What follows belongs to an exercise in optimizing a design on an open flow for small area and a short achievable clock period; a production flow would make more cautious choices. Only simulation tests tie the RTL to the original design; equivalence was not proved. Power is estimated from default activity; no workload was simulated.

==> module int_exec, before the edit <==
module int_exec #(
    parameter int ADD_KIND = 0
) (
    input  exe_pkg::data_t     pc,
    input  exe_pkg::data_t     rs1_data,
    input  exe_pkg::data_t     rs2_data,
    input  exe_pkg::data_t     imm,
    input  logic [3:0]         alu_op,
    input  logic [1:0]         asel,
    input  logic [1:0]         bsel,
    input  logic [2:0]         cmp_op,
    output exe_pkg::data_t     alu_res,
    output logic               br_taken
);
    exe_pkg::data_t a, b, bx, sum, p, g, shin, shr, shl;
    logic sub, cout, left, fill, lt;
    logic [5:0] sh;
    logic geu, eq, bgeu, blt;
    assign a  = ({64{asel[0]}} & rs1_data) | ({64{asel[1]}} & pc);
    assign b  = ({64{bsel[0]}} & rs2_data) | ({64{bsel[1]}} & imm);
    assign sub = (alu_op == 4'd1) || (alu_op == 4'd5) || (alu_op == 4'd6);
    assign bx = b ^ {64{sub}};
    logic [64:0] c;
    exe_pkg::data_t x;
    assign x = a ^ bx;
    assign p = a | bx;
    assign g = a & bx;
    skl_carry #(.W(64)) carry_i (.p(p), .g(g), .cin(sub), .c(c));
    assign sum  = {x[63:1] ^ c[63:1], a[0] ^ b[0]};
    assign cout = c[64];
    assign lt = (alu_op == 4'd5) ? (~cout ^ a[63] ^ b[63]) : ~cout;
    assign sh   = bsel[1] ? imm[5:0] : (rs2_data[5:0] & {6{bsel[0]}});
    assign left = (alu_op == 4'd7);
    assign fill = (alu_op == 4'd9) & a[63];
    always_comb begin
        for (int k = 0; k < 64; k++) shin[k] = left ? a[63-k] : a[k];
    end
    assign shr = exe_pkg::data_t'($signed({fill, shin}) >>> sh);
    always_comb begin
        for (int k = 0; k < 64; k++) shl[k] = shr[63-k];
    end
    always_comb begin
        casez (alu_op)
            4'b000?: alu_res = sum;
            4'b0010: alu_res = g;
            4'b0011: alu_res = p;
            4'b0100: alu_res = x;
            4'b0101,
            4'b0110: alu_res = {63'd0, lt};
            4'b0111: alu_res = shl;
            default: alu_res = shr;
        endcase
    end
    cmp_tree #(.W(64)) cmp_i (.a(rs1_data), .b(rs2_data), .geu(geu), .eq(eq));
    assign bgeu = geu;
    assign blt  = ~geu ^ rs1_data[63] ^ rs2_data[63];
    always_comb begin
        case (cmp_op)
            3'd1:    br_taken = eq;
            3'd2:    br_taken = ~eq;
            3'd3:    br_taken = blt;
            3'd4:    br_taken = ~blt;
            3'd5:    br_taken = ~bgeu;
            3'd0:    br_taken = 1'b0;
            default: br_taken = bgeu;
        endcase
    end
endmodule
==> module csr_exec, before the edit <==
module csr_exec #(
    parameter int ADD_KIND = 1
) (
    input  exe_pkg::inst_t     inst,
    input  exe_pkg::data_t     rs1_data,
    input  exe_pkg::data_t     csr_val,
    input  logic [1:0]         csr_op,
    input  logic               csr_asel,
    input  logic [1:0]         csr_bsel,
    output exe_pkg::data_t     csr_res
);
    exe_pkg::data_t ca, cb, sum, p, g;
    logic cout;
    assign ca = {64{csr_asel}} & csr_val;
    assign cb = ({64{csr_bsel[0]}} & rs1_data) | ({64{csr_bsel[1]}} & {59'd0, inst[19:15]});
    logic [64:0] c;
    exe_pkg::data_t x;
    assign x = ca ^ cb;
    assign p = ca | cb;
    assign g = ca & cb;
    skl_carry #(.W(64)) carry_i (.p(p), .g(g), .cin(1'b0), .c(c));
    assign sum  = x ^ c[63:0];
    assign cout = c[64];
    always_comb begin
        case (csr_op)
            2'd0:    csr_res = sum;
            2'd1:    csr_res = p;
            default: csr_res = ca & ~cb;
        endcase
    end
endmodule
Settings: LEC_CHECK=0, ABC_AREA=1, CAP_MARGIN=20, CORE_MARGIN=2, CORE_UTILIZATION=45, SETUP_SLACK_MARGIN=3.5, SLEW_MARGIN=20, TNS_END_PERCENT=0; clock period 7.0 ns.
standard.sh (not shown) runs the stock make flow with config.mk's settings and CLKGATE_MAP_FILE= SYNTH_SCRIPT=/design/flow/synth_recipe.tcl, a recipe that flattens the netlist after the stock synthesis.
==> flow/flow/run.sh <==
#!/bin/bash
# Standard ORFS layout (the standard.sh), with the port buffers made of
# sky130_fd_sc_hd__buf_1 instead of the default delay buffer.
set -euo pipefail
cd "$(dirname "$0")/.."
bash standard.sh "BUFFER_PORTS_ARGS=-buffer_cell sky130_fd_sc_hd__buf_1" finish > make_finish.log 2>&1
Then changed:
--- a/flow/design.v
+++ b/flow/design.v
@@ -252,5 +252,5 @@
     output logic               br_taken
 );
-    exe_pkg::data_t a, b, bx, sum, p, g, shin, shr, shl;
+    exe_pkg::data_t a, b, bx, p, g, shr, shl;
     logic sub, cout, left, fill, lt;
     logic [5:0] sh;
@@ -266,27 +266,47 @@
     assign g = a & bx;
     skl_carry #(.W(64)) carry_i (.p(p), .g(g), .cin(sub), .c(c));
-    assign sum  = {x[63:1] ^ c[63:1], a[0] ^ b[0]};
     assign cout = c[64];
     assign lt = (alu_op == 4'd5) ? (~cout ^ a[63] ^ b[63]) : ~cout;
     assign sh   = bsel[1] ? imm[5:0] : (rs2_data[5:0] & {6{bsel[0]}});
-    assign left = (alu_op == 4'd7);
-    assign fill = (alu_op == 4'd9) & a[63];
+    assign left = ~alu_op[3];
+    assign fill = alu_op[3] & alu_op[0] & a[63];
+    exe_pkg::data_t sl [0:6];
     always_comb begin
-        for (int k = 0; k < 64; k++) shin[k] = left ? a[63-k] : a[k];
+        for (int k = 0; k < 64; k++) begin
+            case ({left, sh[0]})
+                2'b00: sl[1][k] = a[k];
+                2'b01: sl[1][k] = (k < 63) ? a[k+1] : fill;
+                2'b10: sl[1][k] = a[63-k];
+                default: sl[1][k] = (k < 63) ? a[62-k] : fill;
+            endcase
+        end
+        for (int l = 1; l < 6; l++) begin
+            for (int k = 0; k < 64; k++) begin
+                if (k + (1 << l) < 64) sl[l+1][k] = sh[l] ? sl[l][k + (1 << l)] : sl[l][k];
+                else                   sl[l+1][k] = sh[l] ? fill : sl[l][k];
+            end
+        end
     end
-    assign shr = exe_pkg::data_t'($signed({fill, shin}) >>> sh);
+    assign shr = sl[6];
     always_comb begin
         for (int k = 0; k < 64; k++) shl[k] = shr[63-k];
     end
+    exe_pkg::data_t xpart, tpart, arith;
+    logic op_add, op_and, op_or, op_xor;
+    assign op_add = (alu_op[3:1] == 3'b000);
+    assign op_and = (alu_op == 4'd2);
+    assign op_or  = (alu_op == 4'd3);
+    assign op_xor = (alu_op == 4'd4);
+    assign xpart = x & {64{op_add | op_or | op_xor}};
+    assign tpart = ({c[63:1], 1'b0} & {64{op_add}}) | (g & {64{op_and | op_or}});
+    assign arith = {xpart[63:1] ^ tpart[63:1],
+                    op_add ? (a[0] ^ b[0]) : (xpart[0] ^ tpart[0])};
     always_comb begin
         casez (alu_op)
-            4'b000?: alu_res = sum;
-            4'b0010: alu_res = g;
-            4'b0011: alu_res = p;
-            4'b0100: alu_res = x;
             4'b0101,
             4'b0110: alu_res = {63'd0, lt};
             4'b0111: alu_res = shl;
-            default: alu_res = shr;
+            4'b1???: alu_res = shr;
+            default: alu_res = arith;
         endcase
     end
@@ -330,11 +350,5 @@
     assign sum  = x ^ c[63:0];
     assign cout = c[64];
-    always_comb begin
-        case (csr_op)
-            2'd0:    csr_res = sum;
-            2'd1:    csr_res = p;
-            default: csr_res = ca & ~cb;
-        endcase
-    end
+    assign csr_res = (csr_op[1] ? ca : x) ^ ((csr_op == 2'd0) ? c[63:0] : g);
 endmodule
 `timescale 1ns/1ns
=> Setup slack gets worse by 0.10 ns. Global-route usage fell by 5.6 points. Clock-buffer cell count fell by 11. Utilization went down by 2.2 points. Flip-flop and latch count stays the same. Cell count fell by 3.8%. Via count falls by 8.4%. Register-to-register slack improves by 0.04 ns. Sequential power stays flat.

afterwards: timing with drivers on the ports:
How much do the figures lean on ideal ports? The routed layouts below were timed once more, with nothing changed but the port constraints. Step 1 sets driving cells, clkbuf_16 on the clock port and buf_2 on the other inputs (assumed; they add their load-dependent delay and slew). Step 2 adds t to the input delays and takes it off the output delays; t is the mean of the earliest and latest rising clock arrival at the registers after step 1. Input paths then give back, and output paths get back, about the clock's delay inside the block. Three values: ideal ports, drivers, drivers and shift; two values: the first two.
run	t (ns)	slack for setup (ns)	latest minus earliest clock arrival (ns)
the first run	0.647	2.855 / 2.904 / 2.257	0.034 / 0.033
the second run	0.636	2.751 / 2.735 / 2.099	0.018 / 0.018
After both steps setup and hold are still met in every run listed. The setup slack of the second run, which loses most, moves by -0.016 ns with the drivers and by -0.652 ns with both steps.
